Context: an optimization exercise on an open-source flow, tuned for small area, a short achievable clock period and few clock cycles. The choices shown serve that exercise and are no tape-out recipe.
Function was checked by simulation only, so behaviour that the tests miss may differ from the original.
Power figures rest on the tool's default switching activity, not on a simulated workload.

===== flow/config.mk =====
export PLATFORM = sky130hd
export DESIGN_NAME = dcache_port
export DESIGN_NICKNAME = dcache_port
export VERILOG_FILES = /design/flow/design.v
export SDC_FILE = /design/flow/constraint.sdc
export NUM_CORES = 4
export LEC_CHECK = 0
export CAP_MARGIN = 20
export CORE_MARGIN = 2
export CORE_UTILIZATION = 40
export SETUP_SLACK_MARGIN = 2.0
export SLEW_MARGIN = 20

===== flow/standard.sh =====
#!/bin/bash
# synth_recipe.tcl (not shown) runs the flow's synth.tcl, then flattens the netlist and writes it again
# the make line also repeats each setting of config.mk as NAME=value (left out here)
make -C /OpenROAD-flow-scripts/flow DESIGN_CONFIG=/design/flow/config.mk WORK_HOME=/design/flow/orfs CLKGATE_MAP_FILE= SYNTH_SCRIPT=/design/flow/synth_recipe.tcl "${@:-finish}"

===== flow/flow/run.sh =====
#!/bin/bash
set -euo pipefail
bash standard.sh BUFFER_PORTS_ARGS="-buffer_cell sky130_fd_sc_hd__buf_1" finish > make_finish.log 2>&1

===== flow/constraint.sdc =====
create_clock -name core_clock -period 6.5 [get_ports {clk}]
set_input_delay 1.3000 -clock core_clock [delete_from_list [all_inputs] [get_ports {clk}]]
set_output_delay 1.3000 -clock core_clock [all_outputs]
set_load 0.01 [all_outputs]

===== flow/design.v =====
`timescale 1ns/1ps
`default_nettype none
module dcache_port (
    input  logic        clk,
    input  logic        rstn,
    input  logic        req_valid,
    input  logic [63:0] req_address,
    input  logic [63:0] req_value,
    input  logic [1:0]  req_op,
    input  logic [1:0]  req_size,
    input  logic        req_unsigned,
    input  logic [3:0]  req_amo,
    output logic        req_ready,
    output logic        resp_valid,
    output logic [63:0] resp_value,
    output logic        ex_valid,
    output logic        ex_cause,
    output logic [63:0] ex_tval,
    output logic        ar_valid,
    output logic [63:0] ar_addr,
    input  logic        ar_ready,
    input  logic        r_valid,
    input  logic [63:0] r_data,
    output logic        aw_valid,
    output logic [63:0] aw_addr,
    input  logic        aw_ready,
    output logic        w_valid,
    output logic [63:0] w_data,
    output logic [7:0]  w_strb,
    input  logic        w_ready,
    input  logic        b_valid
);
    logic busy_q;    
    logic ex_q;      
    logic arp_q;     
    logic rw_q;      
    logic awp_q;     
    logic wp_q;      
    logic bw_q;      
    logic calc_q;    
    logic mm_q;      
    logic        ld_q;
    logic [63:0] addr_q;
    logic [63:0] val_q;     
    logic [63:0] old_q;     
    logic [7:0]  o1_q;                   
    logic        f1_q, f2_q, f4_q;       
    logic        sx_q;                   
    logic        sub_q, add_q, kp_q, kg_q, kv_q, sgn_q, max_q;   
    logic        cause_q;
    logic is_load, is_store, misal;
    assign is_load  = req_op == 2'd0;
    assign is_store = req_op == 2'd1;
    always_comb begin
        unique case (req_size)
            2'd0: misal = 1'b0;
            2'd1: misal = req_address[0];
            2'd2: misal = |req_address[1:0];
            default: misal = |req_address[2:0];
        endcase
    end
    logic rdone, done, acc, acc_rd, acc_st, amo_rd;
    assign rdone      = rw_q & r_valid;
    assign amo_rd     = rdone & ~ld_q;
    assign resp_valid = (rdone & ld_q) | (bw_q & b_valid);
    assign done       = resp_valid | ex_q;
    assign req_ready  = ~busy_q | done;
    assign acc        = req_valid & req_ready;
    assign acc_rd     = acc & ~misal & ~is_store;
    assign acc_st     = acc & ~misal & is_store;
    assign ex_valid = ex_q;
    assign ex_cause = cause_q;
    assign ex_tval  = addr_q;
    logic [63:0] addr_out;
    assign addr_out = (arp_q | awp_q) ? addr_q : req_address;
    assign ar_valid = arp_q | acc_rd;
    assign ar_addr  = addr_out;
    assign aw_valid = awp_q | acc_st;
    assign aw_addr  = addr_out;
    logic [7:0]  lb [8];
    logic [7:0]  sg, o1;
    logic        f1, f2, f4;
    logic [7:0]  b0, b1, b2, b3;
    logic        ext;
    logic [63:0] aligned;
    always_comb begin
        for (int k = 0; k < 8; k++) lb[k] = r_data[8*k +: 8];
        o1 = o1_q & {8{rw_q}};
        f1 = f1_q & rw_q;
        f2 = f2_q & rw_q;
        f4 = f4_q & rw_q;
        for (int k = 0; k < 8; k++) begin
            sg[k] = o1[k] & ~f1_q;
            if (k % 2 == 1) sg[k] = sg[k] | (o1[k-1] & f1_q & ~f2_q);
            if (k % 4 == 3) sg[k] = sg[k] | (o1[k-3] & f2_q & ~f4_q);
            sg[k] = sg[k] & sx_q;
        end
        b0 = '0; b1 = '0; b2 = '0; b3 = '0; ext = 1'b0;
        for (int k = 0; k < 8; k++) begin
            b0  |= lb[k] & {8{o1[k]}};
            ext |= lb[k][7] & sg[k];
        end
        for (int k = 0; k < 4; k++) b1 |= lb[2*k+1] & {8{o1[2*k]}};
        for (int k = 0; k < 2; k++) begin
            b2 |= lb[4*k+2] & {8{o1[4*k]}};
            b3 |= lb[4*k+3] & {8{o1[4*k]}};
        end
        aligned[7:0]   = b0;
        aligned[15:8]  = (b1 & {8{f1}}) | {8{ext & ~f1_q}};
        aligned[31:16] = ({b3, b2} & {16{f2}}) | {16{ext & ~f2_q}};
        aligned[63:32] = (r_data[63:32] & {32{f4}}) | {32{ext & ~f4_q}};
    end
    assign resp_value = aligned | (old_q & {64{~rw_q}});
    logic [63:0] wsrc;
    logic [1:0]  wsize;
    logic [2:0]  woff;
    logic [7:0]  strb_base;
    assign wsrc  = ~wp_q ? req_value : mm_q ? old_q : val_q;
    assign wsize = wp_q ? {f2_q, (f1_q & ~f2_q) | f4_q} : req_size;
    assign woff  = wp_q ? addr_q[2:0] : req_address[2:0];
    always_comb begin
        unique case (wsize)
            2'd0: begin w_data = {8{wsrc[7:0]}};  strb_base = 8'h01; end
            2'd1: begin w_data = {4{wsrc[15:0]}}; strb_base = 8'h03; end
            2'd2: begin w_data = {2{wsrc[31:0]}}; strb_base = 8'h0f; end
            default: begin w_data = wsrc;         strb_base = 8'hff; end
        endcase
    end
    assign w_strb  = strb_base << woff;
    assign w_valid = wp_q | acc_st;
    logic        sub, word, lt_u, lt, take_old, is_add, c32, c64;
    logic [63:0] pg_p, pg_g, cy, lres, alu;
    assign sub  = sub_q;
    assign word = f2_q & ~f4_q;
    assign pg_p = old_q ^ val_q;
    assign pg_g = old_q & val_q;
    always_comb begin
        logic [63:0] gg, pp;
        gg = pg_g;
        pp = pg_p;
        gg[0] = pg_g[0] | (pg_p[0] & sub);
        for (int l = 1; l <= 6; l++)
            for (int j = (1 << l) - 1; j < 64; j += (1 << l)) begin
                gg[j] = gg[j] | (pp[j] & gg[j - (1 << (l - 1))]);
                pp[j] = pp[j] & pp[j - (1 << (l - 1))];
            end
        for (int l = 6; l > 0; l--)
            for (int j = (1 << l) + (1 << (l - 1)) - 1; j < 64; j += (1 << l)) begin
                gg[j] = gg[j] | (pp[j] & gg[j - (1 << (l - 1))]);
                pp[j] = pp[j] & pp[j - (1 << (l - 1))];
            end
        cy  = {gg[62:0], sub};
        c64 = gg[63];
    end
    assign c32  = cy[32];
    assign lt_u = word ? ~c32 : ~c64;
    always_comb begin
        logic so, sv;
        so = word ? old_q[31] : old_q[63];
        sv = word ? ~val_q[31] : ~val_q[63];
        lt = (sgn_q & (so ^ sv)) ? so : lt_u;
    end
    assign take_old = lt ^ max_q;
    assign is_add   = add_q;
    always_comb begin
        lres = (pg_p & {64{kp_q}}) | (pg_g & {64{kg_q}}) | (val_q & {64{kv_q}})
             | (~val_q & {64{sub_q}});
    end
    assign alu = is_add ? pg_p ^ cy : lres;
    logic acc_inv, d_add, d_kp, d_kg, d_sgn, d_max;
    assign acc_inv = req_op == 2'd2
                   & (req_amo[3] | (req_amo[2] & req_amo[0]) | (req_amo[2] & req_amo[1]));
    assign d_add   = req_amo == 4'd1;
    assign d_kp    = req_amo == 4'd2 || req_amo == 4'd4;
    assign d_kg    = req_amo == 4'd3 || req_amo == 4'd4;
    assign d_sgn   = req_amo == 4'd5 || req_amo == 4'd6;
    assign d_max   = req_amo == 4'd6 || req_amo == 4'd8;
    always_ff @(posedge clk or negedge rstn) begin
        if (!rstn) begin
            busy_q <= 1'b0;
            ex_q   <= 1'b0;
            arp_q  <= 1'b0;
            rw_q   <= 1'b0;
            awp_q  <= 1'b0;
            wp_q   <= 1'b0;
            bw_q   <= 1'b0;
            calc_q <= 1'b0;
            mm_q   <= 1'b0;
        end else begin
            busy_q <= acc | (busy_q & ~done);
            ex_q   <= acc & misal;
            arp_q  <= ar_valid & ~ar_ready;
            rw_q   <= acc_rd | (rw_q & ~r_valid);
            awp_q  <= (aw_valid & ~aw_ready) | amo_rd;
            wp_q   <= (w_valid & ~w_ready) | calc_q;
            bw_q   <= acc_st | amo_rd | (bw_q & ~b_valid);
            calc_q <= amo_rd;
            if (acc) mm_q <= 1'b0;
            else if (calc_q) mm_q <= sub & take_old;
        end
    end
    always_ff @(posedge clk) begin
        if (acc) begin
            ld_q    <= is_load;
            addr_q  <= req_address;
            o1_q    <= 8'd1 << req_address[2:0];
            f1_q    <= req_size != 2'd0;
            f2_q    <= req_size[1];
            f4_q    <= req_size == 2'd3;
            sx_q    <= ~(req_unsigned & is_load);
            sub_q   <= acc_inv;
            add_q   <= d_add;
            kp_q    <= d_kp;
            kg_q    <= d_kg;
            kv_q    <= ~(acc_inv | d_add | d_kp | d_kg);
            sgn_q   <= d_sgn;
            max_q   <= d_max;
            cause_q <= ~is_load;
        end
        if (acc) val_q <= req_value ^ {64{acc_inv}};
        else if (calc_q) val_q <= alu;
        if (amo_rd) old_q <= aligned;
    end
endmodule
`default_nettype wire

==> results of run 1 <==
==> registers in the layout, indices dropped and copies added, names as in the netlist, 8 cells and up <==
name,flops
o1_q,8
val_q,64
old_q,64
addr_q,64
==> layer usage <==
layer  part of all wire, %  GRT usage (%)
met1                    37           42.2
met2                    47           57.0
met3                   8.4           4.90
met4                   7.4           22.3
met5                 0.026              0
==> power by group through the flow <==
| stage | clock network [mW] | registers (mW) | logic [mW] |
|---|---|---|---|
| finish | 1.68 | 1.98 | 2.32 |
| global route | 1.74 | 2.00 | 2.49 |
| CTS | 1.69 | 1.98 | 2.25 |
| detailed placement | 0 | 2.02 | 2.19 |
| global placement | 0 | 2.02 | 2.16 |
| floorplan | 0 | 1.95 | 1.52 |
==> worst max-delay path by stage <==
stage,end,slack (ps),cells past startpoint
after floorplan,val_q[59],2100,18
after global placement,resp_value[31],1620,9
after detailed placement,w_data[61],1580,8
after CTS,resp_value[31],2020,9
after global routing,w_data[51],1980,8
final,resp_value[10],1980,9
==> kinds of logic after synthesis <==
logic type,count (synthesis)
buffers and inverters,255
adder cells (fa/ha/maj),97
flip-flops,222
multiplexers,136
AND/OR/NAND/NOR,409
XOR/XNOR,73
AO/OA/AOI/OAI,714
==> area by class of cell <==
class,instances,share of cell area (%)
clock buffer,34,3.39
clock inverter,17,1.08
sequential,222,31.0
timing repair buffer,593,11.7
multi-input combinational,1430,48.3
tap,592,3.47
antenna,11,0.129
inverter,47,0.838
==> per-stage QoR <==
step,instances,area [um^2]
after global placement,2859,20000
after detailed placement,2859,20000
after CTS,2919,21100
after floorplan,1906,18100
final,2946,21400
after global routing,2946,21400
==> cell usage in the layout (no fill, tap or decap), drive strengths merged, types with 35 or more instances in the layout <==
| cell | netlist | final |
|---|---|---|
| a221oi | 45 | 45 |
| ha | 64 | 64 |
| clkbuf | 104 | 36 |
| o211ai | 36 | 36 |
| buf | 104 | 591 |
| inv | 46 | 47 |
| nor2 | 113 | 113 |
| mux2 | 67 | 67 |
| nand2 | 197 | 197 |
| edfxtp | 213 | 213 |
| o21ai | 217 | 217 |
| xor2 | 44 | 44 |
| a21o | 126 | 126 |
| mux2i | 69 | 69 |
| a21oi | 104 | 104 |
| a22oi | 59 | 59 |
| o2111ai | 35 | 35 |
==> worst max-delay path, stage by stage <==
cell and delay, ps:
clkbuf_2 140, a22o_1 260, o21ai_2 180, o32ai_2 110, o21ai_2 320, nand2b_2 270
o21ai_0 220, a21o_1 280, buf_1 140
==> repair_timing <==
item,4_1_cts,5_1_grt
setup buffers,9,15
resized for setup,13,15
setup endpoints to repair,104,73
cloned,0,1
pin swaps,1,1
endpoints found under the hold margin,0,0
==> summary.txt, run 1 <==
Clocking
  – CTS tree: done
  – Reg clk slew, reported paths: 60 ps
  – Cts bufs inserted: 28
  – CTS max path bufs: 3
  – Worst-Skew Late Latency: around 590 ps
  – Hold Buf Count CTS: 0
  – Clk sinks: between 200 and 250
  – Root Buffer: clkbuf_16
  – Htree depth: 1

STA
  – Max Clock Skew: between 20 and 25 ps
  – Final setup fails: 0
  – Fin worst setup slack: 1980 ps
  – Slew Viols, Final: 0
  – Fmax: about 220 MHz
  – Final hold slack: around 500 ps
  – Relative slew slack: between 20% and 30%
  – Final period util: 69.5%
  – Post-route setup TNS: 0 ps
  – Final Hold Viols: 0
  – RSZ-0062 raised after global routing: true
  – Worst Max-Slew Pin Slew: roughly 1100 ps
  – Final min period: about 4500 ps

Yosys
  – Compound-Gate Fraction of Synth Area: 26.9%
  – Yosys reg bits: between 200 and 250
  – Top cells by count, synth: edfxtp_1 (213), o21ai_0 (209), nand2_1 (196)
  – Top cell type's share of synthesized area: a little over a third
  – Area leader, netlist: edfxtp_1
  – Mapped Cells: between 1500 and 2000
  – Mux contribution to synthesized area: 8.00%
  – Post-synthesis xor/xnor area fraction: approximately 3.5%
  – Seq/Total Area, Yosys: a little over a third
  – Mapped cell area: 0.0181 mm^2
  – Synth unique cells: 76
  – Synthesis Warnings: 2
  – Simple-gate share of the synthesized area: 10.1%
  – Post-synthesis adder-cell area fraction: about 8.1%
  – Commonest register cell after synthesis: edfxtp_1
  – Synth top area cells: edfxtp_1 (35%), o21ai_0 (5.8%), a21o_1 (5.2%)
  – Synth Area per Inst: roughly 9.5 um^2
  – Largest family of logic cells by synthesized area: compound AO/OA/AOI/OAI gates
  – Post-synth EDFFs: around 210
  – Syn nets: ~2200
  – Count leader, synth: edfxtp_1
  – Post-synth ARST share: ~4%

Layout
  – Fillers: 4346
  – Layout cells sized above 1: ~9%
  – Util after Layout: around 48%
  – Nets: approximately 2600
  – Register Area: approximately 0.0066 mm^2
  – P&R area growth vs syn: 18.2%
  – Area used by multi-input combinational logic: 0.0103 mm^2

Die
  – Core ar.: ~0.044 mm^2
  – Total I/O pin count: 544
  – Initial core utilization: 40.7%
  – Chip height: roughly 220 um
  – Die area: roughly 0.047 mm^2
  – Row count: 77
  – Die X: ~220 um

Power
  – Net Switching: about 2.4 mW
  – Leak: about 7.9 nW
  – Internal power: approximately 3.6 mW
  – Clock power frac: between 20% and 30%
  – Reg power frac: around a third
  – Worst vdd ir: between 150 and 200 uV
  – Sw frac: slightly below 40%
  – Combinational power share: 38.8%
  – Tot Pwr: approximately 6 mW
  – Power density over the cells: between 200 and 300 mW/mm^2

Critical path
  – R2R depth: 18
  – Reg-to-Reg End: val_q[59]
  – Crit Path Max Fanout: 8
  – Setup crit start: r_data[15]
  – Reg2reg start: old_q[0]
  – CP arrival: 3220 ps
  – CP Class: in2out
  – Worst EP required: roughly 5200 ps
  – Startpoint types: input port
  – Worst setup EP type: output port
  – R2R Setup Slk: 2280 ps

Place
  – Setup WS pre-CTS: ~1600 ps
  – Half-perimeter wire length after placement: 63300 um
  – Port bufs: about 540
  – GP Congestion: around 1.0

Job
  – Max Cap Viol: 0

Hold path
  – Hold path depth: 1
  – Hold Path Origin: bw_q
  – Hold Crit Endpoint: bw_q
  – Hold Crit Class: reg2reg

Route
  – Vias per cell: between 6 and 7
  – Via Count: around 18000
  – Violation count after the first detailed-routing iteration: 1972
  – Pre-Repair DR Iteration Count: 6
  – Detailed Route WL: 85200 um
  – Residual DRC: 0
  – DR WL/cell: slightly below 30 um
  – Antenna viol nets, final: 0

Run status
  – Status: finished clean

GRT
  – Global-route wire length before repair: 119000 um
  – Pin count of the biggest net entering global routing: 82
  – Total GRT Usage: between 30% and 40%
  – Number of global-route vias before repair: between 15000 and 20000
  – Initial antenna violation count: 16
  – Total grt overflow: 0
Testbench counts, summed over its fixed seeds: cycles 15,767.
==> inputs of run 2 (changes only) <==
--- a/flow/config.mk
+++ b/flow/config.mk
@@ -8,5 +8,5 @@
 export CAP_MARGIN = 20
 export CORE_MARGIN = 2
 export CORE_UTILIZATION = 40
-export SETUP_SLACK_MARGIN = 2.0
+export SETUP_SLACK_MARGIN = 2.5
 export SLEW_MARGIN = 20
==> run 2 against run 1 <==
Still clean on timing, DRC and antenna; sequential power barely moved; clock skew rose by 1.8 ps; core utilization rose by 3.4 points; design area rose by 7.1%; clock power fell by 3%; global-route usage rose by 1.4 points; first-iteration DRC count rose by 8.9%; largest cell class unchanged.
==> summary.txt, run 2 <==
Run status
  – Status: finished clean

Clocking
  – Cts bufs inserted: 28
  – Root Buffer: clkbuf_16
  – Worst-Skew Late Latency: between 500 and 600 ps
  – Reg clk slew, reported paths: about 60 ps
  – Clk sinks: approximately 220
  – CTS max path bufs: 3
  – Hold Buf Count CTS: 0
  – Htree depth: 1
  – CTS tree: done

Yosys
  – Mapped cell area: 0.0181 mm^2
  – Mapped Cells: roughly 1900
  – Top cells by count, synth: edfxtp_1 (213), o21ai_0 (209), nand2_1 (196)
  – Post-synth EDFFs: 213
  – Synthesis Warnings: 2
  – Commonest register cell after synthesis: edfxtp_1
  – Synth Area per Inst: 9.48 um^2
  – Synth unique cells: 76
  – Area leader, netlist: edfxtp_1
  – Top cell type's share of synthesized area: between 30% and 40%
  – Seq/Total Area, Yosys: roughly 37%
  – Syn nets: roughly 2200
  – Yosys reg bits: between 200 and 250
  – Synth top area cells: edfxtp_1 (35%), o21ai_0 (5.8%), a21o_1 (5.2%)
  – Count leader, synth: edfxtp_1
  – Post-synth ARST share: slightly above 4%

Critical path
  – Worst setup EP type: output port
  – Worst Path Buf+Inv: 2
  – CP peak stage delay: 300 ps
  – Reg-to-Reg End: old_q[8]
  – R2R Setup Slk: about 2500 ps
  – CP Class: in2out
  – CP arrival: between 2000 and 3000 ps
  – Startpoint types: input port
  – Crit Path Max Fanout: 8
  – Worst path top cell family by delay: compound AO/OA/AOI/OAI gates
  – R2R depth: 24
  – CP cell instances: buf_2, a22o_1, o21ai_2, o32ai_2, o21ai_2, nand2b_4, o21ai_4, a21o_1, buf_2
  – Crit-path slowest cell: nand2b_4
  – Reg2reg start: rw_q
  – Worst EP required: roughly 5200 ps

Layout
  – Area used by multi-input combinational logic: between 0.01 and 0.015 mm^2
  – Top Registers: addr_q x64, old_q x64, val_q x64
  – P&R area growth vs syn: 26.6%
  – Fin cells: around 3000
  – Fillers: ~4200
  – Register Area: 0.00663 mm^2
  – Most common cell after layout, fill and taps aside: buf_1
  – Nets: 2713
  – Layout cells sized above 1: approximately 18%
  – Most frequent cells in the layout: buf_1 (494), edfxtp_1 (213), nand2_1 (191)

Die
  – Die X: approximately 220 um
  – Total I/O pin count: between 500 and 600
  – Core ar.: around 0.044 mm^2
  – Chip height: roughly 220 um
  – Initial core utilization: between 40% and 50%
  – Row count: just under 80
  – Die area: 0.0469 mm^2

Place
  – Port bufs: about 540
  – GP Congestion: just under 1
  – Setup WS pre-CTS: 1490 ps
  – Half-perimeter wire length after placement: roughly 63000 um
  – Inst Count DP: 2862

Power
  – Worst vdd ir: roughly 230 uV
  – Reg power frac: a little under a third
  – Clock power frac: roughly a quarter
  – Combinational power share: roughly 42%
  – Power density over the cells: roughly 270 mW/mm^2
  – Net Switching: 2.49 mW
  – Leak: roughly 8.7 nW
  – Internal power: approximately 3.7 mW
  – Sw frac: 40.2%

STA
  – Final period util: between 60% and 70%
  – Final min period: 4240 ps
  – Fin worst setup slack: around 2300 ps
  – Final Hold Viols: 0
  – Slew Viols, Final: 0
  – Post-route setup TNS: 0 ps
  – Max Clock Skew: approximately 25 ps
  – RSZ-0062 raised after global routing: true
  – Relative slew slack: around a fifth
  – Final hold slack: 496 ps
  – Worst Max-Slew Pin Slew: ~1200 ps
  – Fmax: about 240 MHz
  – Final setup fails: 0

Route
  – Via Count: roughly 19000
  – Violation count after the first detailed-routing iteration: 2148
  – Pre-Repair DR Iteration Count: 9
  – Residual DRC: 0
  – Antenna viol nets, final: 0
  – Detailed Route WL: approximately 89000 um
  – DR WL/cell: between 20 and 30 um
  – Vias per cell: roughly 6.2

GRT
  – Number of global-route vias before repair: 17500
  – Global-route wire length before repair: about 120000 um
  – Initial antenna violation count: 14
  – Pin count of the biggest net entering global routing: between 80 and 90
  – Total grt overflow: 0
  – Total GRT Usage: between 30% and 40%

Hold path
  – Hold Path Origin: bw_q
  – Hold Crit Class: reg2reg
  – Hold path depth: 1
  – Hold Crit Endpoint: bw_q

Job
  – Max Cap Viol: 0
[run 2: how the worst max path moves through the flow]
| stage | slack, ps | end | start | depth (start not counted) |
|---|---|---|---|---|
| after global routing | 2240 | resp_value[18] | r_data[39] | 10 |
| final | 2260 | resp_value[14] | r_data[47] | 9 |
| after global placement | 1550 | resp_value[31] | r_data[39] | 9 |
| after floorplan | 2500 | w_valid | r_valid | 7 |
| after CTS | 2320 | resp_value[59] | r_data[15] | 10 |
| after detailed placement | 1490 | w_data[61] | req_size[1] | 9 |
[run 2: cells by family after synthesis]
| group | synth area share [%] |
|---|---|
| adder cells (fa/ha/maj) | 8.09 |
| flip-flops | 36.7 |
| AO/OA/AOI/OAI | 26.9 |
| AND/OR/NAND/NOR | 10.1 |
| buffers and inverters | 6.77 |
| XOR/XNOR | 3.54 |
| multiplexers | 8.00 |
[run 2: per-layer routing]
layer | share of wire, % | vias to the layer above | global-route usage, %
met1 | 36 | 9042 | 44.0
met4 | 8.1 | 0 | 25.3
li1 | - | 8188 | -
met2 | 46 | 1318 | 57.9
met5 | 0 | - | 0
met3 | 9.5 | 278 | 5.63
[run 2: worst register-to-register path, stage by stage (launching register included)]
cell	delay [ps]
dfrtp_1	360
buf_4	200
and2_2	340
a22oi_2	300
o32ai_2	130
o21ai_2	200
nand2b_4	300
o21ai_4	110
buf_6	150
buf_6	110
buf_6	110
buf_6	110
buf_6	100
buf_6	100
buf_6	100
buf_6	100
buf_6	110
buf_6	100
buf_6	110
buf_6	110
buf_6	100
buf_6	110
buf_6	110
buf_6	110
buf_6	100
[run 2: timing repair]
action,in CTS,in global routing
gates cloned,6,2
setup endpoints to repair,238,132
setup buffers,71,28
gates resized for setup,162,140
pin swaps,14,30
[run 2: cell type report]
class,count,share of cell area [%]
antenna,14,0.153
clock buffer,28,3.06
clock inverter,24,1.06
inverter,47,0.842
multi-input combinational,1434,47.2
sequential,222,29.0
tap,592,3.24
timing repair buffer,673,15.4
timing repair inverter,1,0.0383
[run 2: through the flow]
| step | total power, mW | instance area (um^2) | util [%] |
|---|---|---|---|
| after CTS | 6.05 | 22200 | 50.1 |
| after detailed placement | 4.22 | 20100 | 45.2 |
| after global routing | 6.46 | 22900 | 51.5 |
| after floorplan | 3.47 | 18100 | - |
| after global placement | 4.19 | 20100 | 45.2 |
| final | 6.20 | 22900 | 51.5 |
[run 2: power groups by stage]
stage | Combinational [mW] | Sequential (mW) | Clock (mW)
CTS | 2.45 | 1.96 | 1.65
global route | 2.78 | 1.97 | 1.70
floorplan | 1.52 | 1.94 | 0
finish | 2.61 | 1.96 | 1.63
global placement | 2.18 | 2.01 | 0
detailed placement | 2.21 | 2.01 | 0
==> inputs of run 3 (changes only) <==
--- a/flow/config.mk
+++ b/flow/config.mk
@@ -8,5 +8,6 @@
 export CAP_MARGIN = 20
 export CORE_MARGIN = 2
 export CORE_UTILIZATION = 40
-export SETUP_SLACK_MARGIN = 2.5
+export SETUP_SLACK_MARGIN = 2.8
 export SLEW_MARGIN = 20
+export TNS_END_PERCENT = 0
==> run 3 against run 2 <==
Synthesized area unchanged; register-to-register slack got worse by 180 ps; maximum frequency decreased by 3.4%; critical path type unchanged.
==> summary.txt, run 3 <==
Route
  – DR WL/cell: 28.9 um
  – Residual DRC: 0
  – Detailed Route WL: about 85000 um
  – Antenna viol nets, final: 0
  – Violation count after the first detailed-routing iteration: 1855
  – Via Count: ~18000
  – Pre-Repair DR Iteration Count: 6
  – Vias per cell: 6.20

GRT
  – Global-route wire length before repair: roughly 120000 um
  – Pin count of the biggest net entering global routing: 82
  – Number of global-route vias before repair: ~17000
  – Initial antenna violation count: 15
  – Total GRT Usage: between 30% and 40%
  – Total grt overflow: 0

Layout
  – Most frequent cells in the layout: buf_1 (532), edfxtp_1 (213), o21ai_0 (197)
  – Top Registers: addr_q x64, old_q x64, val_q x64
  – Layout cells sized above 1: between 10% and 20%
  – Nets: approximately 2600
  – Most common cell after layout, fill and taps aside: buf_1
  – P&R area growth vs syn: 19.4%
  – Fillers: 4323
  – Design Area, Final: between 0.02 and 0.025 mm^2

Yosys
  – Synth top area cells: edfxtp_1 (35%), o21ai_0 (5.8%), a21o_1 (5.2%)
  – Synth Area per Inst: between 9 and 10 um^2
  – Synthesis Warnings: 2
  – Top cell type's share of synthesized area: between 30% and 40%
  – Mapped Cells: between 1500 and 2000
  – Syn nets: 2212
  – Post-synth EDFFs: approximately 210
  – Mapped cell area: approximately 0.018 mm^2
  – Commonest register cell after synthesis: edfxtp_1
  – Yosys reg bits: 222
  – Seq/Total Area, Yosys: around 37%
  – Top cells by count, synth: edfxtp_1 (213), o21ai_0 (209), nand2_1 (196)
  – Post-synth ARST share: under 10%
  – Area leader, netlist: edfxtp_1
  – Synth unique cells: 76
  – Count leader, synth: edfxtp_1

Power
  – Sw frac: slightly below 40%
  – Leak: ~8 nW
  – Power density over the cells: between 200 and 300 mW/mm^2
  – Internal power: between 3 and 4 mW
  – Reg power frac: about a third
  – Worst vdd ir: 193 uV
  – Tot Pwr: 5.99 mW
  – Combinational power share: 39.0%
  – Net Switching: 2.36 mW
  – Clock power frac: roughly 28%

Critical path
  – Startpoint types: input port
  – CP Class: in2out
  – Crit Path Max Fanout: 8
  – Worst EP required: between 5000 and 6000 ps
  – CP cell instances: buf_6, a22oi_2, a41o_1, nor2_1, o21ai_2, buf_4, nand2b_4, o21ai_1, a21o_1, buf_1
  – Crit-path slowest cell: o21ai_2
  – CP arrival: 3080 ps
  – CP peak stage delay: approximately 270 ps
  – Worst setup EP type: output port

Die
  – Die area: between 0.04 and 0.05 mm^2
  – Die X: between 200 and 250 um
  – Row count: 77
  – Chip height: approximately 220 um
  – Initial core utilization: about two fifths
  – Core ar.: about 0.044 mm^2
  – Total I/O pin count: roughly 540

Clocking
  – Worst-Skew Late Latency: 580 ps
  – Cts bufs inserted: 28
  – CTS tree: done
  – Root Buffer: clkbuf_16
  – Hold Buf Count CTS: 0
  – Clk sinks: between 200 and 250
  – CTS max path bufs: 3
  – Reg clk slew, reported paths: approximately 60 ps
  – Htree depth: 1

STA
  – Final setup fails: 0
  – Post-route setup TNS: 0 ps
  – Final Hold Viols: 0
  – Relative slew slack: 28.9%
  – Final min period: about 4400 ps
  – Final period util: about two thirds
  – Fmax: about 230 MHz
  – RSZ-0062 raised after global routing: true
  – Slew Viols, Final: 0
  – Worst Max-Slew Pin Slew: ~1100 ps
  – Max Clock Skew: 24.4 ps

Job
  – Max Cap Viol: 0

Place
  – GP Congestion: roughly 1.0
  – Port bufs: about 540
  – Half-perimeter wire length after placement: 63300 um
  – Dpl cell area: 0.0200 mm^2

Run status
  – Status: finished clean

Hold path
  – Hold Crit Class: reg2reg
[run 3: cell count changes in the layout (fill, tap and decap cells not counted), sizes merged, moves of 2 or more]
| cell | previous run | this run |
|---|---|---|
| o21a | 8 | 5 |
| buf | 652 | 601 |
| bufinv | 3 | 5 |
| clkinv | 15 | 10 |
| diode | 14 | 10 |
| clkbuf | 49 | 34 |
| clkinvlp | 6 | 2 |
[run 3: kinds of logic after synthesis]
group	Yosys count	share of synthesized area [%]
AOI/OAI and AO/OA	714	26.9
xor gates and xnor gates	73	3.54
adders and majority gates	97	8.09
buffers and inverters	255	6.77
DFF	222	36.7
muxes	136	8.00
and+or+nand+nor	409	10.1
[run 3: path summary, 6_finish.rpt]
path,slack [ps],end,startpoint,cells past startpoint
min reg2reg,500,bw_q,bw_q,1
max,2120,resp_value[18],r_data[39],10
min,500,bw_q,bw_q,1
min in group asynchronous,720,wp_q,rstn,1
max in group asynchronous,5290,mm_q,rstn,1
max reg2reg,2290,val_q[59],old_q[0],18
[run 3: worst max-delay path, delay by kind of cell]
kind / cells / cell delay [ps]
buffers and inverters: 3 / 400
AND/OR/NAND/NOR: 2 / 310
AO/OA/AOI/OAI: 5 / 1070
[run 3: power by group through the flow]
stage | clock, mW | sequential [mW] | combinational, mW
after floorplan | 0 | 1.95 | 1.52
after global placement | 0 | 2.02 | 2.16
after detailed placement | 0 | 2.02 | 2.19
after CTS | 1.69 | 1.97 | 2.28
after global routing | 1.74 | 1.99 | 2.52
final | 1.68 | 1.98 | 2.34
[run 3: through the flow]
stage	util [%]	cells	hold slack [ps]	setup slack, ps
after CTS	48.2	2931	501	2170
after floorplan	-	1906	463	2100
after global routing	48.6	2953	518	2090
final	48.6	2953	502	2120
after detailed placement	45.1	2859	487	1580
after global placement	45.1	2859	473	1620
[run 3: what timing repair did]
action                                  CTS  global route
endpoints found under the setup margin  234           313
gates cloned                              2             0
gates resized for setup                  70             9
pin swaps                                10             5
setup buffers                            19            12
[run 3: area by class of cell]
cell class                      instances  area, um^2  area share (%)
Tap cell                              592         741            3.43
Timing Repair Buffer                  601        2660            12.3
Antenna cell                           10        25.0           0.116
Sequential cell                       222        6630            30.7
Clock buffer                           34         723            3.35
Clock inverter                         17         230            1.07
Multi-Input combinational cell       1430       10400            48.2
Inverter                               47         179           0.829
[run 3: layer usage]
metal / up-vias / routed length, um / GRT usage [%]
li1: 8019 / - / -
met2: 1188 / 40200 / 57.2
met4: 4 / 6320 / 23.2
met1: 8855 / 31600 / 42.1
met3: 245 / 7180 / 5.52
met5: - / 22 / 0
==> inputs of run 4 (changes only) <==
--- a/flow/config.mk
+++ b/flow/config.mk
@@ -8,6 +8,8 @@
 export CAP_MARGIN = 20
 export CORE_MARGIN = 2
 export CORE_UTILIZATION = 40
-export SETUP_SLACK_MARGIN = 2.8
+export CTS_CLUSTER_DIAMETER = 100
+export CTS_CLUSTER_SIZE = 30
+export SETUP_SLACK_MARGIN = 2.3
 export SLEW_MARGIN = 20
 export TNS_END_PERCENT = 0
==> run 4 against run 3 <==
Non-clock buffer count decreased by 21; clock-buffer cell count decreased by 19; largest cell class unchanged; total power decreased by 11%; global-route usage decreased by 0.41 points; via count decreased by 1.3%.
==> summary.txt, run 4 <==
Run status
  – Status: finished clean

Critical path
  – Worst setup EP type: output port
  – Startpoint types: register
  – Reg-to-Reg End: val_q[59]
  – CP peak stage delay: between 500 and 600 ps
  – R2R depth: 17
  – Worst path top cell family by delay: buffers and inverters
  – CP cell instances: buf_12, mux2_2, and2_1, a221o_1, a21oi_1, buf_1
  – Reg2reg start: old_q[0]
  – CP Class: reg2out
  – Worst Path Buf+Inv: 2
  – R2R Setup Slk: 2260 ps
  – Crit Path Max Fanout: roughly 130
  – Worst EP required: around 5200 ps
  – Crit-path slowest cell: dfrtp_4
  – CP arrival: a little over 3000 ps

Clocking
  – CTS tree: done
  – Hold Buf Count CTS: 0
  – Reg clk slew, reported paths: 110 ps
  – Clk sinks: roughly 220
  – CTS max path bufs: 3
  – Worst-Skew Late Latency: about 530 ps
  – Htree depth: 1
  – Cts bufs inserted: 15
  – Root Buffer: clkbuf_16

Yosys
  – Top cell type's share of synthesized area: a little over a third
  – Synth top area cells: edfxtp_1 (35%), o21ai_0 (5.8%), a21o_1 (5.2%)
  – Synthesis Warnings: 2
  – Mapped cell area: roughly 0.018 mm^2
  – Synth unique cells: 76
  – Post-synth ARST share: slightly above 4%
  – Top cells by count, synth: edfxtp_1 (213), o21ai_0 (209), nand2_1 (196)
  – Yosys reg bits: 222
  – Post-synth EDFFs: 213
  – Count leader, synth: edfxtp_1
  – Seq/Total Area, Yosys: about 37%
  – Synth Area per Inst: between 9 and 10 um^2
  – Mapped Cells: ~1900
  – Area leader, netlist: edfxtp_1
  – Syn nets: 2212
  – Commonest register cell after synthesis: edfxtp_1

GRT
  – Total grt overflow: 0
  – Global-route wire length before repair: 118000 um
  – Number of global-route vias before repair: approximately 17000
  – Total GRT Usage: 34.3%
  – Initial antenna violation count: 16
  – Pin count of the biggest net entering global routing: 132

Layout
  – Most common cell after layout, fill and taps aside: buf_1
  – Util after Layout: a little under half
  – Most frequent cells in the layout: buf_1 (539), edfxtp_1 (213), o21ai_0 (202)
  – P&R area growth vs syn: 15.1%
  – Design Area, Final: between 0.02 and 0.025 mm^2
  – Register Area: between 0.006 and 0.007 mm^2
  – Fillers: around 4400
  – Area used by multi-input combinational logic: 0.0103 mm^2
  – Top Registers: addr_q x64, old_q x64, val_q x64
  – Layout cells sized above 1: under 10%
  – Nets: between 2000 and 3000

STA
  – Final period util: between 60% and 70%
  – RSZ-0062 raised after global routing: true
  – Post-route setup TNS: 0 ps
  – Worst Max-Slew Pin Slew: ~1100 ps
  – Final setup fails: 0
  – Slew Viols, Final: 0
  – Max Clock Skew: roughly 27 ps
  – Final min period: approximately 4400 ps
  – Relative slew slack: 24.0%
  – Final Hold Viols: 0
  – Fmax: between 200 and 250 MHz

Place
  – Port bufs: about 540
  – GP Congestion: between 0.9 and 1
  – Dpl cell area: around 0.020 mm^2
  – Half-perimeter wire length after placement: between 60000 and 70000 um

Route
  – DR WL/cell: 28.9 um
  – Routed wl met3: ~6700 um
  – WL met2: ~41000 um
  – Violation count after the first detailed-routing iteration: roughly 2000
  – Via Count: about 18000
  – Max Used Layer: met5
  – Pre-Repair DR Iteration Count: 7
  – Residual DRC: 0
  – Antenna viol nets, final: 0
  – Vias per cell: about 6.2
  – Met1 WL: between 30000 and 40000 um
  – Detailed Route WL: 83900 um

Power
  – Tot Pwr: between 5 and 6 mW
  – Power density over the cells: around 260 mW/mm^2
  – Worst vdd ir: roughly 150 uV
  – Leak: between 7 and 8 nW

Die
  – Core ar.: 0.0444 mm^2
  – Initial core utilization: 40.7%
  – Chip height: 217 um
  – Total I/O pin count: 544
  – Die X: ~220 um
  – Row count: 77
  – Die area: 0.0469 mm^2

Job
  – Max Cap Viol: 0

Hold path
  – Hold path depth: 1
  – Hold Crit Class: reg2reg
  – Hold Path Origin: calc_q
  – Hold Crit Endpoint: wp_q
run 4: cell counts after synthesis:
Identical to the previous run, type by type.
run 4: layout make-up:
cell class                      instances  share of cell area (%)
Antenna cell                           12                   0.144
Sequential cell                       222                    31.9
Inverter                               47                   0.873
Timing Repair Buffer                  580                    11.4
Tap cell                              592                    3.56
Clock inverter                          9                   0.554
Clock buffer                           15                    1.81
Multi-Input combinational cell       1430                    49.7
run 4: repair_timing:
action                                  4_1_cts  5_1_grt
endpoints found under the hold margin         0        0
pin swaps                                     2        2
resized for setup                            25       10
endpoints found under the setup margin      144      137
cloned                                        1        0
buffers inserted                              8        2
run 4: how the worst max path moves through the flow:
| stage | start | to | slack (ps) | depth (start not counted) |
|---|---|---|---|---|
| 3_3_place_gp | req_size[1] | w_data[9] | 1610 | 7 |
| 6_report | wp_q | w_strb[6] | 2110 | 6 |
| 5_1_grt | r_data[63] | resp_value[51] | 2030 | 10 |
| 2_1_floorplan | r_valid | old_q[0] | 1910 | 2 |
| 3_5_place_dp | req_size[1] | w_data[53] | 1570 | 8 |
| 4_1_cts | wp_q | w_strb[6] | 2160 | 6 |
run 4: kinds of logic (layout without fill, tap and decap cells):
family,after synthesis,after routing,share of synthesized area (%)
flip-flops,222,222,36.7
other,0,12,0
buffers and inverters,255,651,6.77
AO/OA/AOI/OAI,714,714,26.9
XOR/XNOR,73,73,3.54
multiplexers,136,136,8.00
adder cells (fa/ha/maj),97,97,8.09
AND/OR/NAND/NOR,409,410,10.1
run 4: report_power, final:
group	internal (mW)	leakage (nW)	switching, mW
clock network	0.461	0.241	0.621
registers	1.79	2.07	0.183
logic	0.821	5.31	1.48
total	3.08	7.62	2.29
run 4: per-stage QoR:
stage	hold WS (ps)	instances	setup slack [ps]
3_3_place_gp	482	2860	1610
3_5_place_dp	506	2860	1570
4_1_cts	534	2893	2160
2_1_floorplan	463	1906	1910
6_report	536	2907	2110
5_1_grt	547	2906	2030
run 4: layer usage:
metal | GRT usage [%] | up-vias
met5 | 0 | -
met4 | 20.8 | 4
met3 | 4.51 | 230
met2 | 57.6 | 1111
met1 | 42.1 | 8782
li1 | - | 7942
==> inputs of run 5 (changes only) <==
--- a/flow/config.mk
+++ b/flow/config.mk
@@ -10,6 +10,7 @@
 export CORE_UTILIZATION = 40
 export CTS_CLUSTER_DIAMETER = 100
 export CTS_CLUSTER_SIZE = 30
+export PLACE_DENSITY = 0.75
 export SETUP_SLACK_MARGIN = 2.3
 export SLEW_MARGIN = 20
 export TNS_END_PERCENT = 0
==> run 5 against run 4 <==
Still clean on timing, DRC and antenna; first-iteration DRC count increased by 6.1%; core utilization increased by 0.26 points; register-to-register slack improved by 40 ps; maximum frequency increased by 0.90%; via count increased by 2.3%; combinational power increased by 2%; final cell count increased by 0.17%; critical path depth increased by 4; synthesized area unchanged; flip-flop and latch count unchanged; synthesized cell count unchanged; critical path type is now in2out; critical endpoint is now resp_value[27].
==> summary.txt, run 5 <==
Run status
  – Status: finished clean

GRT
  – Initial antenna violation count: 23
  – Total grt overflow: 0
  – Total GRT Usage: a little over a third
  – Global-route wire length before repair: 121000 um
  – Number of global-route vias before repair: around 17000
  – Pin count of the biggest net entering global routing: 82

Die
  – Total I/O pin count: approximately 540
  – Die area: ~0.047 mm^2
  – Die X: 217 um
  – Core ar.: 0.0444 mm^2
  – Initial core utilization: roughly two fifths
  – Row count: 77
  – Chip height: about 220 um

Yosys
  – Commonest register cell after synthesis: edfxtp_1
  – Post-synth EDFFs: about 210
  – Mapped Cells: between 1500 and 2000
  – Top cells by count, synth: edfxtp_1 (213), o21ai_0 (209), nand2_1 (196)
  – Yosys reg bits: 222
  – Synth Area per Inst: between 9 and 10 um^2
  – Area leader, netlist: edfxtp_1
  – Synth top area cells: edfxtp_1 (35%), o21ai_0 (5.8%), a21o_1 (5.2%)
  – Syn nets: around 2200
  – Post-synth ARST share: about 4.1%
  – Synthesis Warnings: 2
  – Seq/Total Area, Yosys: 36.7%
  – Count leader, synth: edfxtp_1
  – Top cell type's share of synthesized area: roughly 35%
  – Synth unique cells: 76
  – Mapped cell area: 0.0181 mm^2

Layout
  – Most frequent cells in the layout: buf_1 (538), edfxtp_1 (213), o21ai_0 (203)
  – Top Registers: addr_q x64, old_q x64, val_q x64
  – Design Area, Final: between 0.02 and 0.025 mm^2
  – Most common cell after layout, fill and taps aside: buf_1
  – Nets: 2605
  – P&R area growth vs syn: 15.7%
  – Layout cells sized above 1: under 10%

Clocking
  – Cts bufs inserted: 15
  – CTS tree: done
  – CTS max path bufs: 3
  – Clk sinks: 222
  – Worst-Skew Late Latency: approximately 550 ps
  – Reg clk slew, reported paths: 120 ps
  – Htree depth: 1
  – Hold Buf Count CTS: 0
  – Root Buffer: clkbuf_16

Critical path
  – CP arrival: roughly 3000 ps
  – Startpoint types: input port
  – Most used cell, CP: buf_1
  – Worst path top cell family by delay: compound AO/OA/AOI/OAI gates
  – CP peak stage delay: about 260 ps
  – Worst setup EP type: output port
  – CP cell instances: buf_1, a22oi_2, a41o_1, nor2_1, o21ai_2, buf_4, nand2b_4, o21ai_1, a21o_1, buf_1
  – Crit Path Max Fanout: 8
  – Crit-path slowest cell: a22oi_2
  – CP Class: in2out
  – Worst EP required: roughly 5200 ps
  – Levels on crit path: 10
  – Worst Path Buf+Inv: 3
  – R2R depth: 18

STA
  – Post-route setup TNS: 0 ps
  – Worst Max-Slew Pin Slew: ~1100 ps
  – Max Clock Skew: between 30 and 40 ps
  – Fmax: 230 MHz
  – Relative slew slack: a little over a quarter
  – Final setup fails: 0
  – Final Hold Viols: 0
  – Fin worst setup slack: 2150 ps
  – RSZ-0062 raised after global routing: true
  – Final period util: roughly two thirds
  – Slew Viols, Final: 0
  – Final min period: about 4400 ps

Hold path
  – Hold path depth: 1
  – Hold Crit Class: reg2reg

Place
  – Dpl cell area: 0.0201 mm^2
  – Port bufs: 543
  – GP Congestion: between 0.9 and 1
  – Half-perimeter wire length after placement: around 66000 um
  – Setup WS pre-CTS: 1540 ps

Power
  – Power density over the cells: 262 mW/mm^2
  – Leak: between 7 and 8 nW
  – Worst vdd ir: 225 uV

Route
  – Pre-Repair DR Iteration Count: 7
  – Residual DRC: 0
  – DR WL/cell: 29.8 um
  – Antenna viol nets, final: 0
  – Via Count: about 18000
  – Violation count after the first detailed-routing iteration: roughly 2100
  – Detailed Route WL: slightly below 90000 um
  – Vias per cell: roughly 6.3

Job
  – Max Cap Viol: 0
## run 5: cell counts after synthesis
Identical to the previous run, type by type.
## run 5: what timing repair did
| item | in CTS | in global routing |
|---|---|---|
| gates cloned | 1 | 0 |
| setup buffers | 10 | 3 |
| endpoints found under the setup margin | 140 | 143 |
| gates resized for setup | 27 | 12 |
| pin swaps | 4 | 3 |
## run 5: stage by stage
stage          hold WS, ps  cells  power (mW)  util, %
2_1_floorplan          463   1906        3.47        -
3_3_place_gp           476   2860        4.18     45.2
3_5_place_dp           487   2860        4.23     45.2
4_1_cts                515   2897        5.41     46.8
5_1_grt                532   2910        5.70     47.0
6_report               514   2912        5.47     47.1
## run 5: logic make-up after synthesis
kind of cell / after synthesis / synth area share (%)
XOR/XNOR: 73 / 3.54
multiplexers: 136 / 8.00
adder cells (fa/ha/maj): 97 / 8.09
AND/OR/NAND/NOR: 409 / 10.1
flip-flops: 222 / 36.7
buffers and inverters: 255 / 6.77
AO/OA/AOI/OAI: 714 / 26.9
## run 5: cell type report
type | instances | area, um^2
clock buffer | 15 | 375
timing repair buffer | 583 | 2420
tap | 592 | 741
antenna | 12 | 30.0
inverter | 47 | 179
multi-input combinational | 1430 | 10300
fill | 4256 | 23500
sequential | 222 | 6630
clock inverter | 11 | 176
## run 5: final timing paths
kind | startpoint | endpoint | slack [ps]
setup / recovery | r_data[39] | resp_value[27] | 2150
hold / removal | bw_q | bw_q | 510
setup reg to reg | old_q[0] | val_q[59] | 2300
hold reg to reg | bw_q | bw_q | 510
max in group asynchronous | rstn | mm_q | 5240
min in group asynchronous | rstn | awp_q | 750
## run 5: report_power, final
| group | internal (mW) | switching, mW |
|---|---|---|
| Combinational | 0.823 | 1.52 |
| Clock | 0.486 | 0.668 |
| Sequential | 1.80 | 0.178 |
## run 5: routing by layer
| layer | up-vias | share of wire (%) | track usage (%) |
|---|---|---|---|
| met3 | 331 | 9.8 | 6.57 |
| met5 | - | 0.039 | 0 |
| met4 | 6 | 9.5 | 27.8 |
| met2 | 1400 | 48 | 60.5 |
| li1 | 7939 | - | - |
| met1 | 8813 | 33 | 39.1 |
==> inputs of run 6 (changes only) <==
--- a/flow/config.mk
+++ b/flow/config.mk
@@ -8,9 +8,6 @@
 export CAP_MARGIN = 20
 export CORE_MARGIN = 2
 export CORE_UTILIZATION = 40
-export CTS_CLUSTER_DIAMETER = 100
-export CTS_CLUSTER_SIZE = 30
-export PLACE_DENSITY = 0.75
 export SETUP_SLACK_MARGIN = 2.3
 export SLEW_MARGIN = 20
 export TNS_END_PERCENT = 0
==> run 6 against run 5 <==
Global-route usage fell by 1.0 points; worst hold slack improved by 13 ps; wire length fell by 2.5%; synthesized area did not move; largest cell class unchanged; highest routed layer unchanged.
==> summary.txt, run 6 <==
Layout
  – P&R area growth vs syn: 17.2%
  – Register Area: between 0.006 and 0.007 mm^2
  – Most common cell after layout, fill and taps aside: buf_1
  – Area used by multi-input combinational logic: about 0.010 mm^2
  – Layout cells sized above 1: approximately 8.7%
  – Fillers: between 4000 and 5000
  – Nets: between 2000 and 3000
  – Top Registers: addr_q x64, old_q x64, val_q x64
  – Most frequent cells in the layout: buf_1 (539), edfxtp_1 (213), o21ai_0 (202)

GRT
  – Total GRT Usage: 34.5%
  – Total grt overflow: 0
  – Pin count of the biggest net entering global routing: 132
  – Number of global-route vias before repair: about 17000
  – Global-route wire length before repair: approximately 120000 um
  – Initial antenna violation count: 15

Yosys
  – Seq/Total Area, Yosys: a little over a third
  – Synth Area per Inst: about 9.5 um^2
  – Post-synth EDFFs: approximately 210
  – Yosys reg bits: approximately 220
  – Count leader, synth: edfxtp_1
  – Commonest register cell after synthesis: edfxtp_1
  – Syn nets: 2212
  – Synth top area cells: edfxtp_1 (35%), o21ai_0 (5.8%), a21o_1 (5.2%)
  – Synth unique cells: between 70 and 80
  – Mapped Cells: 1906
  – Post-synth ARST share: 4.05%
  – Synthesis Warnings: 2
  – Top cell type's share of synthesized area: about 35%
  – Area leader, netlist: edfxtp_1
  – Mapped cell area: about 0.018 mm^2
  – Top cells by count, synth: edfxtp_1 (213), o21ai_0 (209), nand2_1 (196)

Route
  – Residual DRC: 0
  – Antenna viol nets, final: 0
  – Detailed Route WL: 84700 um
  – Via Count: 18100
  – Violation count after the first detailed-routing iteration: about 1800
  – Pre-Repair DR Iteration Count: 5
  – Vias per cell: roughly 6
  – DR WL/cell: approximately 29 um

Clocking
  – Reg clk slew, reported paths: around 60 ps
  – Clk sinks: roughly 220
  – Hold Buf Count CTS: 0
  – CTS tree: done
  – Worst-Skew Late Latency: a little under 600 ps
  – Htree depth: 1
  – Cts bufs inserted: 27
  – CTS max path bufs: 3
  – Root Buffer: clkbuf_16

Critical path
  – Worst setup EP type: output port
  – Startpoint types: register
  – CP Class: reg2out
  – CP cell instances: buf_6, mux2i_1, a21oi_1, o21ai_0, o21ai_0, buf_1
  – Crit Path Max Fanout: 27
  – Crit-path slowest cell: dfrtp_4
  – Most used cell, CP: o21ai_0
  – CP arrival: between 3000 and 4000 ps
  – CP peak stage delay: 770 ps
  – Worst EP required: 5200 ps

Job
  – Max Cap Viol: 0

STA
  – Final min period: about 4300 ps
  – Post-route setup TNS: 0 ps
  – Max Clock Skew: between 20 and 30 ps
  – Final Hold Viols: 0
  – RSZ-0062 raised after global routing: true
  – Worst Max-Slew Pin Slew: 1110 ps
  – Fmax: about 230 MHz
  – Final period util: roughly two thirds
  – Slew Viols, Final: 0
  – Relative slew slack: roughly 25%
  – Final setup fails: 0

Power
  – Leak: a little under 8 nW
  – Worst vdd ir: between 200 and 250 uV
  – Net Switching: ~2.3 mW
  – Clock power frac: between 20% and 30%
  – Power density over the cells: 273 mW/mm^2
  – Sw frac: 40.3%
  – Tot Pwr: just under 6 mW
  – Internal power: roughly 3.5 mW
  – Combinational power share: between 40% and 50%
  – Reg power frac: roughly 34%

Die
  – Total I/O pin count: approximately 540
  – Initial core utilization: between 40% and 50%
  – Die area: between 0.04 and 0.05 mm^2
  – Core ar.: between 0.04 and 0.05 mm^2
  – Die X: 217 um
  – Row count: 77
  – Chip height: 217 um

Run status
  – Status: finished clean

Place
  – Port bufs: roughly 540
  – Half-perimeter wire length after placement: roughly 64000 um
  – GP Congestion: 0.974

Hold path
  – Hold Crit Class: reg2reg
[run 6: cell counts after synthesis]
Identical to the previous run, type by type.
[run 6: path summary, 6_finish.rpt]
path / from / to / slack [ps] / depth (start not counted)
min reg2reg: bw_q / bw_q / 530 / 1
min: bw_q / bw_q / 530 / 1
max in group asynchronous: rstn / wp_q / 5280 / 1
min in group asynchronous: rstn / arp_q / 720 / 1
max: mm_q / w_data[40] / 2160 / 6
max reg2reg: old_q[0] / val_q[59] / 2250 / 17
[run 6: routing by layer]
layer / GRT usage [%] / vias up / routed length (um)
met5: 0 / - / 27
met4: 21.0 / 4 / 5640
met3: 5.28 / 206 / 7040
met2: 57.3 / 1120 / 40600
met1: 42.2 / 8814 / 31400
li1: - / 7995 / -
[run 6: layout make-up]
| class | count | share of cell area (%) |
|---|---|---|
| antenna | 13 | 0.154 |
| multi-input combinational | 1430 | 48.8 |
| clock buffer | 38 | 3.48 |
| clock inverter | 12 | 0.408 |
| inverter | 47 | 0.857 |
| sequential | 222 | 31.3 |
| tap | 592 | 3.50 |
| timing repair buffer | 584 | 11.5 |
[run 6: kinds of logic after synthesis]
group | after synthesis | share of synthesized area (%)
DFF | 222 | 36.7
xor gates and xnor gates | 73 | 3.54
AOI/OAI and AO/OA | 714 | 26.9
adders and majority gates | 97 | 8.09
and+or+nand+nor | 409 | 10.1
muxes | 136 | 8.00
buffers and inverters | 255 | 6.77
[run 6: power groups by stage]
stage | registers [mW] | clock network, mW | logic [mW]
floorplan | 1.95 | 0 | 1.52
global placement | 2.01 | 0 | 2.17
detailed placement | 2.01 | 0 | 2.21
CTS | 1.98 | 1.49 | 2.26
global route | 2.00 | 1.55 | 2.49
finish | 1.98 | 1.49 | 2.31
[run 6: stage by stage]
| stage | instances | util [%] | hold slack, ps | instance area [um^2] | setup slack (ps) |
|---|---|---|---|---|---|
| floorplan | 1906 | - | 463 | 18100 | 1910 |
| global placement | 2860 | 45.2 | 482 | 20100 | 1610 |
| detailed placement | 2860 | 45.2 | 506 | 20100 | 1570 |
| CTS | 2919 | 47.3 | 522 | 21000 | 2120 |
| global route | 2935 | 47.6 | 533 | 21200 | 2070 |
| finish | 2938 | 47.7 | 527 | 21200 | 2160 |
[run 6: timing repair]
action                     4_1_cts  5_1_grt
pin swaps                        2        2
setup buffers                    8        5
cloned                           1        1
gates resized for setup         22       13
setup endpoints to repair      144      139
[run 6: critical path, delay by kind of cell (launching register included)]
family	cells	cell delay, ps
AO/OA/AOI/OAI	3	940
buffers and inverters	2	610
flip-flops	1	770
multiplexers	1	130
==> inputs of run 7 (changes only) <==
--- a/flow/design.v
+++ b/flow/design.v
@@ -139,16 +139,12 @@
         gg = pg_g;
         pp = pg_p;
         gg[0] = pg_g[0] | (pg_p[0] & sub);
-        for (int l = 1; l <= 6; l++)
-            for (int j = (1 << l) - 1; j < 64; j += (1 << l)) begin
-                gg[j] = gg[j] | (pp[j] & gg[j - (1 << (l - 1))]);
-                pp[j] = pp[j] & pp[j - (1 << (l - 1))];
-            end
-        for (int l = 6; l > 0; l--)
-            for (int j = (1 << l) + (1 << (l - 1)) - 1; j < 64; j += (1 << l)) begin
-                gg[j] = gg[j] | (pp[j] & gg[j - (1 << (l - 1))]);
-                pp[j] = pp[j] & pp[j - (1 << (l - 1))];
-            end
+        for (int l = 0; l < 6; l++)
+            for (int j = 0; j < 64; j++)
+                if (j[l]) begin
+                    gg[j] = gg[j] | (pp[j] & gg[((j >> l) << l) - 1]);
+                    pp[j] = pp[j] & pp[((j >> l) << l) - 1];
+                end
         cy  = {gg[62:0], sub};
         c64 = gg[63];
     end
--- a/flow/config.mk
+++ b/flow/config.mk
@@ -8,6 +8,6 @@
 export CAP_MARGIN = 20
 export CORE_MARGIN = 2
 export CORE_UTILIZATION = 40
-export SETUP_SLACK_MARGIN = 2.3
+export SETUP_SLACK_MARGIN = 2.5
 export SLEW_MARGIN = 20
 export TNS_END_PERCENT = 0
==> run 7 against run 6 <==
Die area is 1.6% lower; setup slack better by 48 ps; maximum frequency rose by 1.1%; clock-buffer cell count down 5; sequential share of layout area down 0.36 points; design area up 1.2%; core utilization grew 0.99 points; worst hold slack got worse by 9.5 ps; critical endpoint is now w_data[52]; largest cell class unchanged; highest routed layer unchanged.
==> summary.txt, run 7 <==
Route
  – Via Count: roughly 19000
  – Residual DRC: 0
  – Detailed Route WL: 89000 um
  – Antenna viol nets, final: 0
  – Pre-Repair DR Iteration Count: 8
  – Violation count after the first detailed-routing iteration: approximately 2400
  – DR WL/cell: 30.8 um
  – Vias per cell: roughly 6.5

Critical path
  – Worst setup EP type: output port
  – CP arrival: 3000 ps
  – Worst EP required: about 5200 ps
  – CP peak stage delay: around 710 ps
  – Crit Path Max Fanout: 5
  – Worst Path Buf+Inv: 2
  – Worst path top cell family by delay: compound AO/OA/AOI/OAI gates
  – CP Class: in2out
  – CP cell instances: buf_1, nor2_1, a21oi_1, nand2_1, o21ai_1, nor2_1, a21oi_1, buf_1
  – Crit-path slowest cell: a21oi_1
  – Startpoint types: input port

Clocking
  – Root Buffer: clkbuf_16
  – CTS max path bufs: 3
  – Hold Buf Count CTS: 0
  – Cts bufs inserted: 27
  – Worst-Skew Late Latency: 590 ps
  – Clk sinks: between 200 and 250
  – Reg clk slew, reported paths: around 60 ps
  – Htree depth: 1
  – CTS tree: done

GRT
  – Met2 usage: around three fifths
  – Initial antenna violation count: 16
  – M3 GR Usage: about 6.6%
  – Global-route wire length before repair: 122000 um
  – Met1 GRT Util: around 47%
  – Pin count of the biggest net entering global routing: 91
  – Number of global-route vias before repair: between 15000 and 20000
  – Layer carrying the most global-route usage: met2
  – Total GRT Usage: 35.9%
  – Total grt overflow: 0

STA
  – Fmax: about 230 MHz
  – Fin worst setup slack: ~2200 ps
  – Post-route setup TNS: 0 ps
  – Slew Viols, Final: 0
  – Final setup fails: 0
  – RSZ-0062 raised after global routing: true
  – Final period util: between 60% and 70%
  – Max Clock Skew: 14.1 ps
  – Final Hold Viols: 0
  – Worst Max-Slew Pin Slew: roughly 1100 ps
  – Relative slew slack: roughly a quarter
  – Final min period: between 4000 and 5000 ps
  – Final hold slack: ~520 ps

Power
  – Clock power frac: 27.3%
  – Reg power frac: around a third
  – Worst vdd ir: between 150 and 200 uV
  – Leak: about 7.9 nW
  – Internal power: 3.61 mW
  – Combinational power share: 40.4%
  – Sw frac: approximately two fifths
  – Net Switching: around 2.4 mW
  – Power density over the cells: about 280 mW/mm^2
  – Tot Pwr: a little over 6 mW

Yosys
  – Syn nets: ~2100
  – Area leader, netlist: edfxtp_1
  – Post-synth EDFFs: 213
  – Mapped cell area: ~0.018 mm^2
  – Mapped Cells: about 1900
  – Seq/Total Area, Yosys: a little under two fifths
  – Top cell type's share of synthesized area: a little over a third
  – Commonest register cell after synthesis: edfxtp_1
  – Synthesis Warnings: 2
  – Count leader, synth: edfxtp_1
  – Yosys reg bits: 222
  – Synth Area per Inst: roughly 9.6 um^2
  – Synth top area cells: edfxtp_1 (36%), a21o_1 (5.1%), ha_1 (4.5%)
  – Top cells by count, synth: edfxtp_1 (213), nand2_1 (167), a21oi_1 (154)
  – Post-synth ARST share: under 10%
  – Synth unique cells: between 70 and 80

Place
  – Setup WS pre-CTS: ~1700 ps
  – Half-perimeter wire length after placement: 64900 um
  – GP Congestion: 0.994
  – Dpl cell area: a little under 0.02 mm^2
  – Port bufs: 543

Layout
  – Fillers: about 4200
  – Design Area, Final: approximately 0.021 mm^2
  – Top Registers: addr_q x64, old_q x64, val_q x64
  – Nets: about 2600
  – Most frequent cells in the layout: buf_1 (505), edfxtp_1 (213), nand2_1 (163)
  – P&R area growth vs syn: 20.5%
  – Layout cells sized above 1: 12.4%
  – Most common cell after layout, fill and taps aside: buf_1
  – Register Area: between 0.006 and 0.007 mm^2
  – Area used by multi-input combinational logic: slightly above 0.01 mm^2

Die
  – Die X: ~210 um
  – Chip height: ~210 um
  – Core ar.: about 0.044 mm^2
  – Row count: 77
  – Die area: 0.0461 mm^2
  – Initial core utilization: about two fifths
  – Total I/O pin count: ~540

Hold path
  – Hold Crit Class: reg2reg

Run status
  – Status: finished clean

Job
  – Max Cap Viol: 0
==> run 7: worst paths after layout <==
kind	startpoint	endpoint	slack, ps	cells after the start
max in group asynchronous	rstn	mm_q	5340	1
min in group asynchronous	rstn	arp_q	700	1
min	bw_q	bw_q	520	1
max	req_value[4]	w_data[52]	2200	8
min reg2reg	bw_q	bw_q	520	1
max reg2reg	val_q[0]	val_q[33]	2450	16
==> run 7: layout make-up <==
cell class	instances	area share, %
antenna	8	0.0935
timing repair buffer	593	12.4
clock inverter	17	0.958
inverter	28	0.619
tap	592	3.46
timing repair inverter	2	0.105
multi-input combinational	1396	48.0
sequential	222	31.0
clock buffer	33	3.45
==> run 7: cells by family (layout without fill, tap and decap cells) <==
| group | count (synthesis) | count (layout) | synth area share [%] |
|---|---|---|---|
| compound gates | 709 | 709 | 27.8 |
| xor+xnor | 106 | 106 | 5.22 |
| fa+ha+maj | 71 | 71 | 5.29 |
| buf+inv | 235 | 673 | 6.34 |
| flops | 222 | 222 | 37.3 |
| mux | 150 | 151 | 8.94 |
| other cells | 0 | 8 | 0 |
| simple gates | 359 | 359 | 9.14 |
==> run 7: worst register-to-register path, stage by stage, from the launching register on <==
cell and delay (ps):
edfxtp_1 460, inv_1 120, fa_1 190, inv_1 70, fa_1 420, a21o_1 210, nand3_1 160, a31oi_2 150
o21ai_2 280, a21oi_4 160, nor2_2 340, clkinv_2 180, fa_1 420, nand2_1 80, nor2_1 40, a2111oi_0 430
a21oi_1 70
==> run 7: layer usage <==
metal	part of all wire, %	vias up
met3	10	206
li1	-	7964
met5	0.033	-
met1	39	9175
met2	47	1386
met4	4.2	6
==> run 7: power by group through the flow <==
| stage | Combinational [mW] | Sequential [mW] | Clock, mW |
|---|---|---|---|
| 2_1_floorplan | 1.56 | 1.93 | 0 |
| 3_3_place_gp | 2.21 | 2.00 | 0 |
| 3_5_place_dp | 2.24 | 2.00 | 0 |
| 4_1_cts | 2.30 | 1.95 | 1.65 |
| 5_1_grt | 2.60 | 1.97 | 1.71 |
| 6_report | 2.44 | 1.95 | 1.65 |
==> run 7: per-stage QoR <==
stage	cells	utilization [%]
after floorplan	1852	-
after global placement	2801	44.8
after detailed placement	2801	44.8
after CTS	2860	47.3
after global routing	2886	48.6
final	2891	48.6
==> run 7: what timing repair did <==
action	CTS	global route
pin swaps	0	12
endpoints found under the setup margin	182	220
cloned	0	6
gates resized for setup	28	106
buffers inserted	9	17
Testbench counts of run 7, summed over its fixed seeds: cycles 15,767.
==> inputs of run 8 (changes only) <==
--- a/flow/config.mk
+++ b/flow/config.mk
@@ -8,6 +8,8 @@
 export CAP_MARGIN = 20
 export CORE_MARGIN = 2
 export CORE_UTILIZATION = 40
+export CTS_CLUSTER_DIAMETER = 60
+export CTS_CLUSTER_SIZE = 20
 export SETUP_SLACK_MARGIN = 2.5
 export SLEW_MARGIN = 20
 export TNS_END_PERCENT = 0
==> run 8 against run 7 <==
Die area did not move; critical path depth grew 3; clock skew is 22 ps higher; flip-flop and latch count did not move; global-route usage increased by 0.41 points; critical path type unchanged.
==> summary.txt, run 8 <==
Power
  – Worst vdd ir: ~210 uV
  – Net Switching: between 2 and 2.5 mW
  – Reg power frac: approximately 33%
  – Clock power frac: 25.8%
  – Sw frac: a little over two fifths
  – Combinational power share: between 40% and 50%
  – Leak: around 7.9 nW
  – Tot Pwr: just under 6 mW

Clocking
  – Htree depth: 1
  – Root Buffer: clkbuf_16
  – CTS tree: done
  – Hold Buf Count CTS: 0
  – Worst-Skew Late Latency: 580 ps
  – Reg clk slew, reported paths: about 90 ps
  – Cts bufs inserted: 24
  – Clk sinks: 222

GRT
  – Global-route wire length before repair: around 120000 um
  – Initial antenna violation count: 15
  – Total GRT Usage: between 30% and 40%
  – Met2 usage: 60.8%
  – Total grt overflow: 0

Layout
  – Nets: 2542
  – Layout cells sized above 1: about an eighth
  – Most frequent cells in the layout: buf_1 (501), edfxtp_1 (213), nand2_1 (163)
  – Design Area, Final: 0.0214 mm^2

Critical path
  – Crit-path slowest cell: a41o_1
  – Setup crit start: r_data[39]
  – CP Class: in2out
  – Startpoint types: input port
  – Worst Path Buf+Inv: 4
  – Crit Path Max Fanout: 8
  – CP arrival: a little under 3000 ps
  – R2R Setup Slk: between 2000 and 2500 ps
  – Reg2reg start: val_q[0]
  – CP cell instances: buf_4, a22oi_2, a41o_1, o221ai_2, nand2_2, nor2_4, buf_6, buf_16, a21o_1, a21o_1, buf_2
  – CP peak stage delay: around 230 ps

Route
  – Violation count after the first detailed-routing iteration: 2402
  – Antenna viol nets, final: 0
  – Vias per cell: approximately 6.4
  – Detailed Route WL: 88100 um
  – Via Count: around 19000
  – Residual DRC: 0
  – Pre-Repair DR Iteration Count: 7

Place
  – Dpl cell area: roughly 0.020 mm^2
  – Port bufs: approximately 540
  – Half-perimeter wire length after placement: 64900 um
  – Setup WS pre-CTS: about 1700 ps

STA
  – Fin worst setup slack: 2310 ps
  – Max Clock Skew: around 36 ps
  – Post-route setup TNS: 0 ps
  – Final hold slack: 516 ps
  – Final min period: about 4200 ps
  – Final period util: approximately 64%

Yosys
  – Post-synth ARST share: slightly above 4%
  – Seq/Total Area, Yosys: 37.3%
  – Top cells by count, synth: edfxtp_1 (213), nand2_1 (167), a21oi_1 (154)
  – Mapped Cells: 1852
  – Syn nets: approximately 2100
  – Mapped cell area: roughly 0.018 mm^2
  – Synth Area per Inst: around 9.6 um^2
  – Area leader, netlist: edfxtp_1
  – Synthesis Warnings: 2
  – Synth top area cells: edfxtp_1 (36%), a21o_1 (5.1%), ha_1 (4.5%)
  – Synth unique cells: between 70 and 80
  – Count leader, synth: edfxtp_1

Die
  – Die X: about 210 um
  – Die area: approximately 0.046 mm^2
  – Initial core utilization: about two fifths
  – Chip height: ~210 um

Run status
  – Status: finished clean

Hold path
  – Hold Crit Class: reg2reg
## run 8: changes by cell type in the layout (fill, tap and decap cells not counted), sizes merged
cell	change
bufinv	-2
diode	+2
nand3	+1
buf	+18
or2	+1
clkinvlp	-1
clkbuf	-30
mux2	-1
clkinv	-3
inv	+6
## run 8: cells by family (layout without fill, tap and decap cells)
kind of cell             after synthesis  count (layout)  share of synthesized area, %
buffers and inverters                235             661                          6.34
XOR/XNOR                             106             106                          5.22
other                                  0              10                             0
flip-flops                           222             222                          37.3
adder cells (fa/ha/maj)               71              71                          5.29
AO/OA/AOI/OAI                        709             709                          27.8
multiplexers                         150             150                          8.94
AND/OR/NAND/NOR                      359             361                          9.14
## run 8: metrics by stage
step | utilization, % | std cells
floorplan | - | 1852
global placement | 44.8 | 2801
detailed placement | 44.8 | 2801
CTS | 48.3 | 2869
global route | 48.5 | 2876
finish | 48.6 | 2882
## run 8: worst paths after layout
| kind | to | cells after the start |
|---|---|---|
| max reg2reg | val_q[33] | 16 |
| max in group asynchronous | mm_q | 1 |
| min reg2reg | wp_q | 1 |
| max | resp_value[57] | 11 |
| min | wp_q | 1 |
| min in group asynchronous | wp_q | 1 |
## run 8: power by group through the flow
stage          sequential (mW)  clock [mW]  combinational [mW]
6_report                  1.95        1.52                2.43
4_1_cts                   1.94        1.53                2.38
2_1_floorplan             1.93           0                1.56
5_1_grt                   1.96        1.58                2.59
3_3_place_gp              2.00           0                2.21
3_5_place_dp              2.00           0                2.24
## run 8: routing by layer
layer	up-vias	routed length, um
met5	-	47
met4	8	3520
met3	205	9550
met2	1321	41600
met1	9052	33400
li1	7959	-
## run 8: final cells by class
| cell class | instances | area [um^2] |
|---|---|---|
| repair buffers | 588 | 2660 |
| multi-input cells | 1397 | 10300 |
| clock buffers | 26 | 608 |
| diodes | 10 | 25.0 |
| flip-flops and latches | 222 | 6630 |
| inverters | 28 | 123 |
| well taps | 592 | 741 |
| clock inverters | 18 | 250 |
| repair inverters | 1 | 8.76 |
| fillers | 4201 | 22700 |
## run 8: what timing repair did
action	in CTS	in global routing
pin swaps	9	8
endpoints found under the hold margin	0	0
gates resized for setup	131	25
setup buffers	18	3
cloned	6	0
setup endpoints to repair	187	211

Setup slack of run 8, layout unchanged: 2.308 ns with ideal ports, 2.168 ns with driving cells assumed (clock clkbuf_16, inputs buf_2), 1.998 ns with port delays also shifted by the 0.627 ns mid clock arrival.
